From an optimization exercise on the open Yosys and OpenROAD flow, aimed at small area and few clock cycles per item; shortcuts taken in it are not production practice.
Function was checked by simulation only, so behaviour that the tests miss may differ from the original.
No activity file was given, so power comes from the tool's default toggle rates.

== the previous run ==
Design expression_tokenizer_unit, start of the top module:
module expression_tokenizer_unit #(
    parameter int MAX_FRAC_DIGITS = etok_pkg::MAX_FRAC_DIGITS_DEF,
    parameter int INT_BITS        = etok_pkg::INT_BITS_DEF
) (
    input  logic                      clk,
    input  logic                      rst_n,
    input  logic                      s_axis_tvalid,
    output logic                      s_axis_tready,
    input  logic [etok_pkg::CH_W-1:0] s_axis_tdata,    
    input  logic                      s_axis_tlast,    
    output logic                      m_axis_tvalid,
    input  logic                      m_axis_tready,
    output logic [39:0]               m_axis_tdata,    
    output logic [etok_pkg::KIND_W-1:0] m_axis_tuser,  
    output logic                      m_axis_tlast     
);
    logic             act_reg;       
    logic             frac_reg;      
    logic [3:0]       fcnt_reg;      
    logic [15:0]      ipart_reg;     
    logic             sat_reg;       
    logic [ACC_W-1:0] acc_reg;       
    logic [3:1]       cut_c_reg;     
    logic             hold_v_reg;
    logic             hold_end_reg;
    logic [7:0]       hold_ch_reg;
    logic [7:0] ch;
    logic [3:0] digit;
    logic       is_end, is_skip, is_digit, is_point, emit_tok, accept;
    assign ch       = s_axis_tdata;
    assign digit    = ch[3:0];
    assign is_end   = s_axis_tlast || (ch == 8'h00);
    assign is_skip  = (ch[7:5] == 3'b000) || (ch == 8'h20) || (ch == 8'h7F);
    assign is_digit = (ch[7:4] == 4'h3) && !(ch[3] && (ch[2] || ch[1]));
    assign is_point = (ch == 8'h2E) && act_reg && !frac_reg;
  ...
For scale: roughly 59 I/O pins, roughly 6600 sq um of cells after synthesis.
export LEC_CHECK = 0
export ABC_AREA = 1
export CAP_MARGIN = 20
export CORE_MARGIN = 2
export CORE_UTILIZATION = 65
export GPL_TIMING_DRIVEN = 0
export SLEW_MARGIN = 20
create_clock -name core_clock -period 10.0 [get_ports {clk}]
standard.sh (not shown) runs the stock make flow with config.mk's settings and CLKGATE_MAP_FILE= SYNTH_SCRIPT=/design/flow/synth_recipe.tcl, a recipe that flattens the netlist after the stock synthesis.
==> flow/flow/run.sh <==
#!/bin/bash
# Own layout flow: the standard flow (standard synthesis, then ORFS
# floorplan to finish) with these changes:
# - after the standard synthesis, the combinational gates between its
#   registers and adder cells are mapped again for area: each full adder's
#   and XOR gate's polarity is chosen to need the fewest inverters
#   (invopt.py), then four times ABC maps the rest (half adders included)
#   for area (reabc.abc) and polarities are chosen again, and the smallest
#   of the four netlists is kept; registers, full adders and the names of
#   registers are kept, and a Yosys equivalence proof against the standard
#   netlist must pass, else the standard netlist is used;
# - before floorplan, every combinational cell goes to the smallest drive
#   strength of its family (downsize.tcl); timing repair sizes up what the
#   period needs;
# - the port buffers that global placement inserts use the smallest buffer
#   cell instead of a delay buffer;
# - clock tree synthesis uses one buffer type in larger sink clusters,
#   without dummy loads.
# Each tool's output goes to a log file of its own in this folder.
set -euo pipefail
F="$PWD/flow"
R="$PWD/orfs/results/$FLOW_PLATFORM/expression_tokenizer_unit/base"
LIB="$FLOW_HOME/platforms/$FLOW_PLATFORM/lib/sky130_fd_sc_hd__tt_025C_1v80.lib"
YOSYS="$(command -v yosys || echo "$FLOW_HOME/../tools/install/yosys/bin/yosys")"

bash standard.sh synth > synth.log 2>&1

# Map the combinational logic again, keeping registers and full adders.
DU="-dont_use *lpflow* -dont_use *probe* -dont_use *clkdly* -dont_use *dlygate*"
DU="$DU -dont_use *dlymetal* -dont_use *clkbuf* -dont_use *clkinv*"
models() {  # Verilog models of the combinational cells the given netlists use
  local cells
  cells=$(grep -ohE 'sky130_fd_sc_hd__\w+' "$@" | sort -u \
          | grep -vE '__(dfxtp_1|edfxtp_1|dfrtp_1|fa_1|ha_1|conb_1)$' | tr '\n' ' ')
  python3 "$F/libmodels.py" "$LIB" $cells
}
reabc_once() {  # $1 in, $2 out: ABC maps the combinational logic for area
  models "$1" > comb_models.v || return 1
  grep 'ha_1' "$F/seqmodels.v" >> comb_models.v || return 1
  "$YOSYS" -p "read_verilog -lib $F/stubs.v; read_verilog comb_models.v; read_verilog $1;
    hierarchy -top $FLOW_TOP; flatten; delete t:\$scopeinfo; techmap; opt -fast;
    abc -liberty $LIB $DU -script $F/reabc.abc; opt_clean -purge;
    write_verilog -noattr -nohex -nodec $2" > "reabc_$2.log" 2>&1
}
netarea() {  # cell area of a netlist, from the cells' LEF sizes
  python3 - "$1" "$FLOW_HOME/platforms/$FLOW_PLATFORM/lef/sky130_fd_sc_hd_merged.lef" <<'PY'
import re, sys
s = open(sys.argv[1]).read()
lef = open(sys.argv[2]).read()
area = {}
for m in re.finditer(r'MACRO (\S+)\s*\n(.*?)\nEND \1', lef, re.S):
    sz = re.search(r'SIZE\s+([\d.]+)\s+BY\s+([\d.]+)', m.group(2))
    if sz:
        area[m.group(1)] = float(sz.group(1)) * float(sz.group(2))
print('%.3f' % sum(area[t] for t in re.findall(r'^\s*(sky130_fd_sc_hd__\w+)\s+\S+\s*\(', s, re.M)))
PY
}
reopt() {
  cp "$R/1_2_yosys.v" std_netlist.v || return 1
  python3 "$F/invopt.py" std_netlist.v pol0_netlist.v pol0 > invopt0.log 2>&1 || return 1
  local cur=pol0_netlist.v best="" best_area="" a
  # half adders go back to logic for ABC; full adders and registers stay
  for it in 1 2 3 4; do
    reabc_once "$cur" "reabc${it}_netlist.v" || return 1
    python3 "$F/invopt.py" "reabc${it}_netlist.v" "pol${it}_netlist.v" "pol${it}" > "invopt${it}.log" 2>&1 || return 1
    cur="pol${it}_netlist.v"
    a=$(netarea "$cur") || return 1
    echo "iteration $it: $a" >> reopt_areas.log
    if [[ -z "$best" ]] || python3 -c "import sys; sys.exit(0 if $a < $best_area else 1)"; then
      best="$cur"; best_area="$a"
    fi
  done
  cp "$best" final_netlist.v || return 1
  echo "chosen: $best $best_area" >> reopt_areas.log
  # Proof: the standard and the final netlist, with only ports and register
  # outputs named alike, are equivalent.
  models std_netlist.v final_netlist.v > all_models.v || return 1
  cat "$F/seqmodels.v" >> all_models.v || return 1
  python3 "$F/renamenets.py" std_netlist.v eq_gold.v _o || return 1
  python3 "$F/renamenets.py" final_netlist.v eq_gate.v _g || return 1
  "$YOSYS" -p "read_verilog all_models.v; read_verilog eq_gold.v; rename $FLOW_TOP gold;
    read_verilog eq_gate.v; rename $FLOW_TOP gate; proc; flatten; async2sync; opt_clean;
    equiv_make gold gate equiv; hierarchy -top equiv; equiv_simple -seq 2; equiv_induct;
    equiv_status -assert" > equiv.log 2>&1 || return 1
  grep -q 'Equivalence successfully proven' equiv.log || return 1
  # same registers, same names and cell types
  diff <(grep -oE 'sky130_fd_sc_hd__(dfxtp|edfxtp|dfrtp)_1 +\S+' std_netlist.v | sort) \
       <(grep -oE 'sky130_fd_sc_hd__(dfxtp|edfxtp|dfrtp)_1 +\S+' final_netlist.v | sort) > regs.diff || return 1
}
if reopt; then
  echo "reopt: using the remapped netlist" > reopt.status
  cp final_netlist.v "$R/1_2_yosys.v"
  rm -f "$R/1_synth.odb" "$R/1_synth.sdc"
else
  echo "reopt: failed, using the standard netlist" > reopt.status
fi

export PRE_FLOORPLAN_TCL="$F/downsize.tcl"
export BUFFER_PORTS_ARGS="-buffer_cell sky130_fd_sc_hd__buf_1"
export CTS_ARGS="-sink_clustering_enable -repair_clock_nets -buf_list sky130_fd_sc_hd__clkbuf_8 -sink_clustering_size 16 -dont_use_dummy_load"
bash standard.sh > standard.log 2>&1
Other scripts of this flow, unchanged in this note and not shown: flow/flow/downsize.tcl, flow/flow/invopt.py, flow/flow/libmodels.py, flow/flow/reabc.abc, flow/flow/renamenets.py, flow/flow/seqmodels.v, flow/flow/stubs.v
Testbench counts of the previous run, summed over its fixed seeds: cycles 31,132, tokens 10,951.
What the current run does differently from the previous run at the input level:
--- a/flow/design.v
+++ b/flow/design.v
@@ -62,24 +62,23 @@
         if (fcnt_reg == 4'd0) begin weight = weight | 43'h6666666667; weight3 = weight3 | 43'h13333333335; end
         if (fcnt_reg == 4'd1) begin weight = weight | 43'ha3d70a3d7; weight3 = weight3 | 43'h1eb851eb85; end
         if (fcnt_reg == 4'd2) begin weight = weight | 43'h10624dd30; weight3 = weight3 | 43'h3126e9790; end
         if (fcnt_reg == 4'd3) begin weight = weight | 43'h1a36e2eb; weight3 = weight3 | 43'h4ea4a8c1; end
         if (fcnt_reg == 4'd4) begin weight = weight | 43'h29f16b1; weight3 = weight3 | 43'h7dd4413; end
         if (fcnt_reg == 4'd5) begin weight = weight | 43'h431bde; weight3 = weight3 | 43'hc9539a; end
         if (fcnt_reg == 4'd6) begin weight = weight | 43'h6b5fc; weight3 = weight3 | 43'h1421f4; end
         if (fcnt_reg == 4'd7) begin weight = weight | 43'habcd; weight3 = weight3 | 43'h20367; end
         if (fcnt_reg == 4'd8) begin weight = weight | 43'h112e; weight3 = weight3 | 43'h338a; end
     end
     logic [3:0] fdigit;
-    assign fdigit = (s_axis_tvalid && !s_axis_tlast && is_digit && frac_reg
-                     && !(fcnt_reg[3] && fcnt_reg[0])) ? digit : 4'd0;
+    assign fdigit = (s_axis_tvalid && !s_axis_tlast && is_digit && frac_reg) ? digit : 4'd0;
     always_comb
     begin
         case (fdigit[1:0])
             2'd0:    part_lo = '0;
             2'd1:    part_lo = weight;
             2'd2:    part_lo = weight << 1;
             default: part_lo = weight3;
         endcase
         case (fdigit[3:2])
             2'd0:    part_hi = '0;
             2'd1:    part_hi = weight << 2;
@@ -111,58 +110,38 @@
                 c = cut_c_reg[2];
             end
             if (i == CUT_3)
             begin
                 cut_c_next[3] = c;
                 c = cut_c_reg[3];
             end
             acc_sum[i] = csa_s[i] ^ csa_c[i] ^ c;
             c = (csa_s[i] & csa_c[i]) | (c & (csa_s[i] ^ csa_c[i]));
         end
     end
-    logic [15:0] ipart_x5a, ipart_x5;
+    logic [15:0] ipart_x5;
     logic [15:0] ipart_x10;
-    logic        ipart_x5a_c, ipart_ovf;
+    logic        ipart_ovf;
     always_comb
     begin
         logic        c;
         logic [15:0] b;
-        b = {ipart_reg[13:0], 2'b00};
-        c = 1'b0;
+        b = {ipart_reg[13:0], digit[2] | digit[3], digit[1] | digit[3]};
+        c = digit[3];
         for (int i = 0; i < 16; i++)
         begin
-            ipart_x5a[i] = ipart_reg[i] ^ b[i] ^ c;
+            ipart_x5[i] = ipart_reg[i] ^ b[i] ^ c;
             c = (ipart_reg[i] & b[i]) | (c & (ipart_reg[i] ^ b[i]));
         end
-        ipart_x5a_c = c;
-    end
-    always_comb
-    begin
-        logic [2:0] d;
-        logic       c, ones;
-        d = digit[3:1];
-        c = 1'b0;
-        for (int i = 0; i < 3; i++)
-        begin
-            ipart_x5[i] = ipart_x5a[i] ^ d[i] ^ c;
-            c = (ipart_x5a[i] & d[i]) | (c & (ipart_x5a[i] ^ d[i]));
-        end
-        ones = 1'b1;
-        for (int i = 3; i < 16; i++)
-        begin
-            ipart_x5[i] = ipart_x5a[i] ^ (c && ones);
-            ones = ones && ipart_x5a[i];
-        end
         ipart_x10 = {ipart_x5[14:0], digit[0]};
-        ipart_ovf = (c && ones) || ipart_x5a_c || ipart_x5[15]
-                 || ipart_reg[15] || ipart_reg[14];
+        ipart_ovf = c || ipart_x5[15] || ipart_reg[15] || ipart_reg[14];
     end
     logic [3:0] fcnt_inc;
     assign fcnt_inc = {fcnt_reg[3] ^ (fcnt_reg[2] & fcnt_reg[1] & fcnt_reg[0]),
                        fcnt_reg[2] ^ (fcnt_reg[1] & fcnt_reg[0]),
                        fcnt_reg[1] ^ fcnt_reg[0],
                        !fcnt_reg[0]};
     always_ff @(posedge clk or negedge rst_n)
     begin
         if (!rst_n)
         begin
             act_reg  <= 1'b0;
Results
Layout-stage area growth over the synthesis result: the current run vs the previous run up 0.90 points
Going from the previous run to the current run, the global routing usage summed across all routing layers was found to have gone down by 2.3 points.
The previous run and the current run ended up with roughly the same met1 layer usage reported by global route.
The die of the current run is smaller than the one used in the previous run.
When the current run is measured against the previous run, its count of non-CTS inverters in the layout turns out 2 lower.
The post-layout minimum cycle time in the current run sits 0.040 ns above the value recorded for the previous run.
Delta (the current run minus the previous run): cell area after layout moved down; combinational power moved down.
In the current run, worst setup margin is lower than in the previous run.
Power, the previous run and the current run, lower one = the current run.
Testbench counts of the current run, summed over its fixed seeds: cycles 31,132, tokens 10,951.

-- separate check: timing with driven ports --
No port has a modelled driver above. Below, the same layouts with a new extraction and two added sets of constraints.
Step 1 (the two cells are an assumption about what drives the block):
set clk [get_ports {clk}]
set_driving_cell -lib_cell sky130_fd_sc_hd__clkbuf_16 $clk
set_driving_cell -lib_cell sky130_fd_sc_hd__buf_2 [delete_from_list [all_inputs] $clk]
Step 2 times the ports against the registers' clock, not the clock port: input delays grow and output delays shrink by t, the midpoint of the rising clock arrivals with the driver on.
Three values: ideal, step 1, step 2; two values: the first two.
run	t (ns)	setup WS [ns]	worst setup path at the end	latest minus earliest clock arrival (ns)	worst slew at a driven data input, ns
the previous run	0.402	0.337 / 0.354 / -0.048	input to register	0.025 / 0.025	0.03
the current run	0.385	0.297 / 0.305 / -0.079	input to register	0.016 / 0.015	0.03
Met with ideal ports but missed after step 2: setup timing in the previous run and the current run. The setup slack of the previous run, which loses most, moves by +0.017 ns with the drivers and by -0.385 ns with both steps.
